Source: an optimization exercise on an open RTL-to-GDS flow (aim: small area). Production flows keep margins and buffers that such runs may drop. Where RTL was checked, it was by simulation tests only, not by an equivalence proof against the original. The flow treats the clock pin as an ideal source, which a real chip does not have.

==> 06-26: inputs <==
## pellet_tracker
module pellet_tracker (
  input  logic        clk,
  input  logic        rst_n,
  input  logic        frame_tick,
  input  logic        level_start,
  input  logic [9:0]  pm_xpos,
  input  logic [9:0]  pm_ypos,
  output logic [9:0]  rom_addr,
  input  logic [1:0]  rom_pellet,
  output logic        busy,
  output logic        eat_pulse,
  output logic [15:0] score,
  output logic [9:0]  pellets_left,
  output logic        level_clear,
  output logic        power_active
);
==> module pellet_ram, before the edit <==
module pellet_ram (
  input  logic       clk,
  input  logic       we,
  input  logic [3:0] trip,
  input  logic [2:0] grp,
  input  logic       pol,
  input  logic [7:0] wd,
  output logic [7:0] rd
);
  localparam int NT = pacman_pkg::N_TRIPS - 1;   
  localparam int NR = NT * pacman_pkg::N_GROUPS + 2;
  logic [NR-1:0][7:0] tap;
  logic [NR-1:0] hot;
  logic [7:0] rdx;
  logic [3:0][7:0] wdq;
  for (genvar q = 0; q < 4; q++) begin : g_quarter
    pellet_pol u_pol (.wd(wd), .pol(pol), .wdx(wdq[q]));
  end
  logic [NR-1:0] sel, keep;
  pellet_dec #(.NT(NT), .NR(NR)) u_dec (.we(we), .trip(trip), .grp(grp), .hot(hot), .sel(sel), .keep(keep));
  for (genvar r = 0; r < NR; r++) begin : g_ring
    localparam int T = r < NT * pacman_pkg::N_GROUPS ? r / pacman_pkg::N_GROUPS : NT;
    localparam int G = r < NT * pacman_pkg::N_GROUPS ? r % pacman_pkg::N_GROUPS : r - NT * pacman_pkg::N_GROUPS;
    localparam int W = T < NT && G == 0 ? 5 : 8;
    logic [W-1:0] a, b, c;
    always_ff @(posedge clk) begin
      a <= ~((c | {W{sel[r]}}) & (wdq[r / 16][W-1:0] | {W{keep[r]}}));   
      b <= a;
      c <= b;
    end
    if (W == 8) begin : g_w8
      assign tap[r] = c;
    end else begin : g_w5
      assign tap[r] = {{(8 - W){pol}}, c};   
    end
  end
  always_comb begin
    rdx = '0;
    for (int i = 0; i < NR; i++) rdx = rdx | (tap[i] & {8{hot[i]}});
  end
  assign rd = rdx ^ {8{pol}};
endmodule
==> module pellet_pol, before the edit <==
module pellet_pol (
  input  logic [7:0] wd,
  input  logic       pol,
  output logic [7:0] wdx
);
  assign wdx = wd ^ {8{pol}};
endmodule
==> flow/config.mk <==
export PLATFORM = sky130hd
export DESIGN_NAME = pellet_tracker
export DESIGN_NICKNAME = pellet_tracker
export VERILOG_FILES = /design/flow/design.v
export SDC_FILE = /design/flow/constraint.sdc
export NUM_CORES = 4
export LEC_CHECK = 0
export ABC_AREA = 1
export CAP_MARGIN = 20
export CORE_MARGIN = 2
export CORE_UTILIZATION = 65
export CTS_BUF_LIST = sky130_fd_sc_hd__clkbuf_16
export CTS_CLUSTER_DIAMETER = 60
export CTS_CLUSTER_SIZE = 30
export GPL_TIMING_DRIVEN = 0
export PLACE_DENSITY = 0.75
export SETUP_SLACK_MARGIN = 0.15
export SLEW_MARGIN = 20
export SYNTH_HIERARCHICAL = 1
==> flow/constraint.sdc <==
create_clock -name core_clock -period 10.0 [get_ports {clk}]
set_input_delay 2.0000 -clock core_clock [delete_from_list [all_inputs] [get_ports {clk}]]
set_output_delay 2.0000 -clock core_clock [all_outputs]
set_load 0.01 [all_outputs]
standard.sh (not shown) runs the stock make flow with config.mk's settings and CLKGATE_MAP_FILE= SYNTH_SCRIPT=/design/flow/synth_recipe.tcl, a recipe that flattens the netlist after the stock synthesis.
==> flow/flow/run.sh <==
#!/bin/bash
set -euo pipefail
CTS="-sink_clustering_enable -repair_clock_nets -dont_use_dummy_load -sink_clustering_size 30 -sink_clustering_max_diameter 90 -buf_list sky130_fd_sc_hd__clkbuf_16"
bash standard.sh "CTS_ARGS=$CTS" "REMOVE_ABC_BUFFERS=1" "BUFFER_PORTS_ARGS=-buffer_cell sky130_fd_sc_hd__buf_2" finish > flow_make.log 2>&1
==> 08-19 (differences from 06-26) <==
--- a/flow/design.v
+++ b/flow/design.v
@@ -23,26 +23,23 @@
   output logic [7:0] rd
 );
   localparam int NT = pacman_pkg::N_TRIPS - 1;   
   localparam int NR = NT * pacman_pkg::N_GROUPS + 2;
   logic [NR-1:0][7:0] tap;
   logic [NR-1:0] hot;
-  logic [7:0] rdx;
-  logic [3:0][7:0] wdq;
-  for (genvar q = 0; q < 4; q++) begin : g_quarter
-    pellet_pol u_pol (.wd(wd), .pol(pol), .wdx(wdq[q]));
-  end
+  logic [7:0] wdx, rdx;
+  assign wdx = wd ^ {8{pol}};
   logic [NR-1:0] sel, keep;
   pellet_dec #(.NT(NT), .NR(NR)) u_dec (.we(we), .trip(trip), .grp(grp), .hot(hot), .sel(sel), .keep(keep));
   for (genvar r = 0; r < NR; r++) begin : g_ring
     localparam int T = r < NT * pacman_pkg::N_GROUPS ? r / pacman_pkg::N_GROUPS : NT;
     localparam int G = r < NT * pacman_pkg::N_GROUPS ? r % pacman_pkg::N_GROUPS : r - NT * pacman_pkg::N_GROUPS;
     localparam int W = T < NT && G == 0 ? 5 : 8;
     logic [W-1:0] a, b, c;
     always_ff @(posedge clk) begin
-      a <= ~((c | {W{sel[r]}}) & (wdq[r / 16][W-1:0] | {W{keep[r]}}));   
+      a <= ~((c | {W{sel[r]}}) & (wdx[W-1:0] | {W{keep[r]}}));   
       b <= a;
       c <= b;
     end
     if (W == 8) begin : g_w8
       assign tap[r] = c;
     end else begin : g_w5
@@ -75,19 +72,12 @@
       assign hot[r] = trip == 4'(T) && grp == 3'(G);
     end else begin : g_last
       assign hot[r] = trip == 4'(T) && (grp >= 3'd3) == (G == 1);
     end
   end
 endmodule
-module pellet_pol (
-  input  logic [7:0] wd,
-  input  logic       pol,
-  output logic [7:0] wdx
-);
-  assign wdx = wd ^ {8{pol}};
-endmodule
 module pellet_tracker (
   input  logic        clk,
   input  logic        rst_n,
   input  logic        frame_tick,
   input  logic        level_start,
   input  logic [9:0]  pm_xpos,
==> 02-03 (differences from 06-26) <==
--- a/flow/design.v
+++ b/flow/design.v
@@ -15,79 +15,50 @@
 endpackage
 module pellet_ram (
   input  logic       clk,
   input  logic       we,
   input  logic [3:0] trip,
   input  logic [2:0] grp,
-  input  logic       pol,
   input  logic [7:0] wd,
   output logic [7:0] rd
 );
-  localparam int NT = pacman_pkg::N_TRIPS - 1;   
-  localparam int NR = NT * pacman_pkg::N_GROUPS + 2;
-  logic [NR-1:0][7:0] tap;
-  logic [NR-1:0] hot;
-  logic [7:0] rdx;
-  logic [3:0][7:0] wdq;
-  for (genvar q = 0; q < 4; q++) begin : g_quarter
-    pellet_pol u_pol (.wd(wd), .pol(pol), .wdx(wdq[q]));
-  end
-  logic [NR-1:0] sel, keep;
-  pellet_dec #(.NT(NT), .NR(NR)) u_dec (.we(we), .trip(trip), .grp(grp), .hot(hot), .sel(sel), .keep(keep));
-  for (genvar r = 0; r < NR; r++) begin : g_ring
-    localparam int T = r < NT * pacman_pkg::N_GROUPS ? r / pacman_pkg::N_GROUPS : NT;
-    localparam int G = r < NT * pacman_pkg::N_GROUPS ? r % pacman_pkg::N_GROUPS : r - NT * pacman_pkg::N_GROUPS;
-    localparam int W = T < NT && G == 0 ? 5 : 8;
-    logic [W-1:0] a, b, c;
-    always_ff @(posedge clk) begin
-      a <= ~((c | {W{sel[r]}}) & (wdq[r / 16][W-1:0] | {W{keep[r]}}));   
-      b <= a;
-      c <= b;
+  logic [127:0][7:0] tap;
+  logic [127:0] hot;
+  for (genvar t = 0; t < pacman_pkg::N_TRIPS; t++) begin : g_trip
+    for (genvar g = 0; g < pacman_pkg::N_GROUPS; g++) begin : g_grp
+      localparam int W = g == 0 ? 5 : 8;
+      logic sel;
+      logic [W-1:0] a;
+      assign hot[t*8+g] = trip == 4'(t) && grp == 3'(g);
+      assign sel = we && hot[t*8+g];
+      if (t < pacman_pkg::N_TRIPS - 1) begin : g_ring
+        logic [W-1:0] b, c;
+        always_ff @(posedge clk) begin
+          a <= sel ? wd[W-1:0] : c;
+          b <= a;
+          c <= b;
+        end
+        assign tap[t*8+g] = 8'(c);
+      end else begin : g_flat
+        always_ff @(posedge clk)
+          if (sel) a <= wd[W-1:0];
+        assign tap[t*8+g] = 8'(a);
+      end
     end
-    if (W == 8) begin : g_w8
-      assign tap[r] = c;
-    end else begin : g_w5
-      assign tap[r] = {{(8 - W){pol}}, c};   
+  end
+  for (genvar i = 0; i < 128; i++) begin : g_unused
+    if (i / 8 >= pacman_pkg::N_TRIPS || i % 8 >= pacman_pkg::N_GROUPS) begin : g_z
+      assign tap[i] = '0;
+      assign hot[i] = 1'b0;
     end
   end
   always_comb begin
-    rdx = '0;
-    for (int i = 0; i < NR; i++) rdx = rdx | (tap[i] & {8{hot[i]}});
-  end
-  assign rd = rdx ^ {8{pol}};
-endmodule
-module pellet_dec #(
-  parameter int NT = 10,
-  parameter int NR = 62
-) (
-  input  logic          we,
-  input  logic [3:0]    trip,
-  input  logic [2:0]    grp,
-  output logic [NR-1:0] hot,
-  output logic [NR-1:0] sel,
-  output logic [NR-1:0] keep
-);
-  assign sel = {NR{we}} & hot;
-  assign keep = ~sel;
-  for (genvar r = 0; r < NR; r++) begin : g_hot
-    localparam int T = r < NT * pacman_pkg::N_GROUPS ? r / pacman_pkg::N_GROUPS : NT;
-    localparam int G = r < NT * pacman_pkg::N_GROUPS ? r % pacman_pkg::N_GROUPS : r - NT * pacman_pkg::N_GROUPS;
-    if (T < NT) begin : g_col
-      assign hot[r] = trip == 4'(T) && grp == 3'(G);
-    end else begin : g_last
-      assign hot[r] = trip == 4'(T) && (grp >= 3'd3) == (G == 1);
-    end
+    rd = '0;
+    for (int i = 0; i < 128; i++) rd = rd | (tap[i] & {8{hot[i]}});
   end
 endmodule
-module pellet_pol (
-  input  logic [7:0] wd,
-  input  logic       pol,
-  output logic [7:0] wdx
-);
-  assign wdx = wd ^ {8{pol}};
-endmodule
 module pellet_tracker (
   input  logic        clk,
   input  logic        rst_n,
   input  logic        frame_tick,
   input  logic        level_start,
   input  logic [9:0]  pm_xpos,
@@ -104,13 +75,12 @@
   pacman_pkg::state_t state;
   logic [3:0] trip;       
   logic [2:0] grp;        
   logic [2:0] pos;        
   logic [1:0] when;       
   logic [1:0] ph;         
-  logic       pol;        
   logic [6:0] acc;        
   function automatic logic [9:0] unpack3(input logic [7:0] v);
     case (v)
       8'd0: unpack3 = 10'b0000000000;
       8'd1: unpack3 = 10'b0000000001;
       8'd2: unpack3 = 10'b0000000010;
@@ -460,12 +430,13 @@
   always_comb begin
     case ({a_ph, ph})
       {2'd0, 2'd0}, {2'd1, 2'd1}, {2'd2, 2'd2}: a_when = 2'd0;
       {2'd1, 2'd0}, {2'd2, 2'd1}, {2'd0, 2'd2}: a_when = 2'd1;
       default: a_when = 2'd2;
     endcase
+    if (a_trip == 4'd10) a_when = 2'd0;
   end
   assign look = state == pacman_pkg::IDLE && frame_tick && accept;
   logic [3:0] m_trip;
   logic [2:0] m_grp, m_pos;
   logic [7:0] m_rd, m_wd, m_new, pw;
   logic [1:0] digit, eat_digit, rom_cell;
@@ -474,13 +445,12 @@
   assign m_trip = state == pacman_pkg::IDLE ? a_trip : trip;
   assign m_grp  = state == pacman_pkg::IDLE ? a_grp : grp;
   assign m_pos  = state == pacman_pkg::IDLE ? a_pos : pos;
   pellet_ram u_ram (
     .clk  (clk),
     .we   (m_we),
-    .pol  (pol),
     .trip (m_trip),
     .grp  (m_grp),
     .wd   (m_wd),
     .rd   (m_rd)
   );
   logic [9:0] dg;
@@ -526,15 +496,12 @@
       pacman_pkg::RD:   state <= pacman_pkg::EAT;
       default:          state <= pacman_pkg::IDLE;
     endcase
   always_ff @(posedge clk)
     if (busy && pos == 3'd5) ph <= 2'd1;
     else ph <= ph == 2'd2 ? 2'd0 : ph + 2'd1;
-  always_ff @(posedge clk)
-    if (busy && pos == 3'd5) pol <= 1'b0;
-    else if (ph == 2'd2) pol <= ~pol;
   always_ff @(posedge clk or negedge rst_n)
     if (!rst_n) pos <= 3'd5;
     else if (level_start) pos <= 3'd5;
     else if (busy) begin
       if (pos == 3'd5 || (word_done && grp == 3'd5)) pos <= 3'd2;
       else if (word_done) pos <= 3'd0;
==> flow/run.sh (new file) <==
#!/bin/bash
# synth_recipe.tcl (not shown) runs the flow's synth.tcl, then flattens the netlist and writes it again
# the make line also repeats each setting of config.mk as NAME=value (left out here)
make -C /OpenROAD-flow-scripts/flow DESIGN_CONFIG=/design/flow/config.mk WORK_HOME=/design/flow/orfs CLKGATE_MAP_FILE= SYNTH_SCRIPT=/design/flow/synth_recipe.tcl finish
removed: flow/flow/run.sh
removed: flow/standard.sh
==> notes <==
Register-to-register slack, lowest first: 06-26, 08-19, 02-03.
Cell area, highest first: 02-03, 08-19, 06-26.
Synthesized cell count: 08-19 < 02-03 < 06-26.
Area after synthesis, highest first: 06-26, 02-03, 08-19.
Via count: 08-19 < 06-26 < 02-03.
In 08-19 the core utilization is higher than in 06-26, by 1.7 points.
Wire length: 02-03 > 06-26 > 08-19.
Between 06-26 and 08-19, the lower first-iteration DRC count is in 06-26 (gap about 5.5%, measured against 08-19).
The RTL of 02-03 was laid out without a check of its function.

-- static timing again, ports no longer ideal --
No port has a modelled driver above. Below, the same layouts with a new extraction and two added sets of constraints. Step 1, drivers: a clkbuf_16 drives clk and a buf_2 each remaining input, both assumed. Step 2 also shifts input and output timing later by t, the mid clock arrival at the registers, as if the neighbouring blocks saw the same clock. Three values: no drivers, after step 1, after step 2; two values: the first two.
| run | t (ns) | setup WS [ns] | clock arrival spread, ns | slew at the worst register clock pin (ns) |
|---|---|---|---|---|
| 06-26 | 0.693 | 0.790 / 0.821 / 0.128 | 0.082 / 0.082 | 0.11 / 0.11 |
| 08-19 | 0.702 | 0.810 / 0.851 / 0.149 | 0.064 / 0.064 | 0.11 / 0.11 |
| 02-03 | 0.712 | 0.777 / 0.818 / 0.106 | 0.045 / 0.044 | 0.11 / 0.11 |
After both steps every run listed still meets setup and hold. The setup slack of 02-03, which loses most, moves by +0.041 ns with the drivers and by -0.671 ns with both steps.
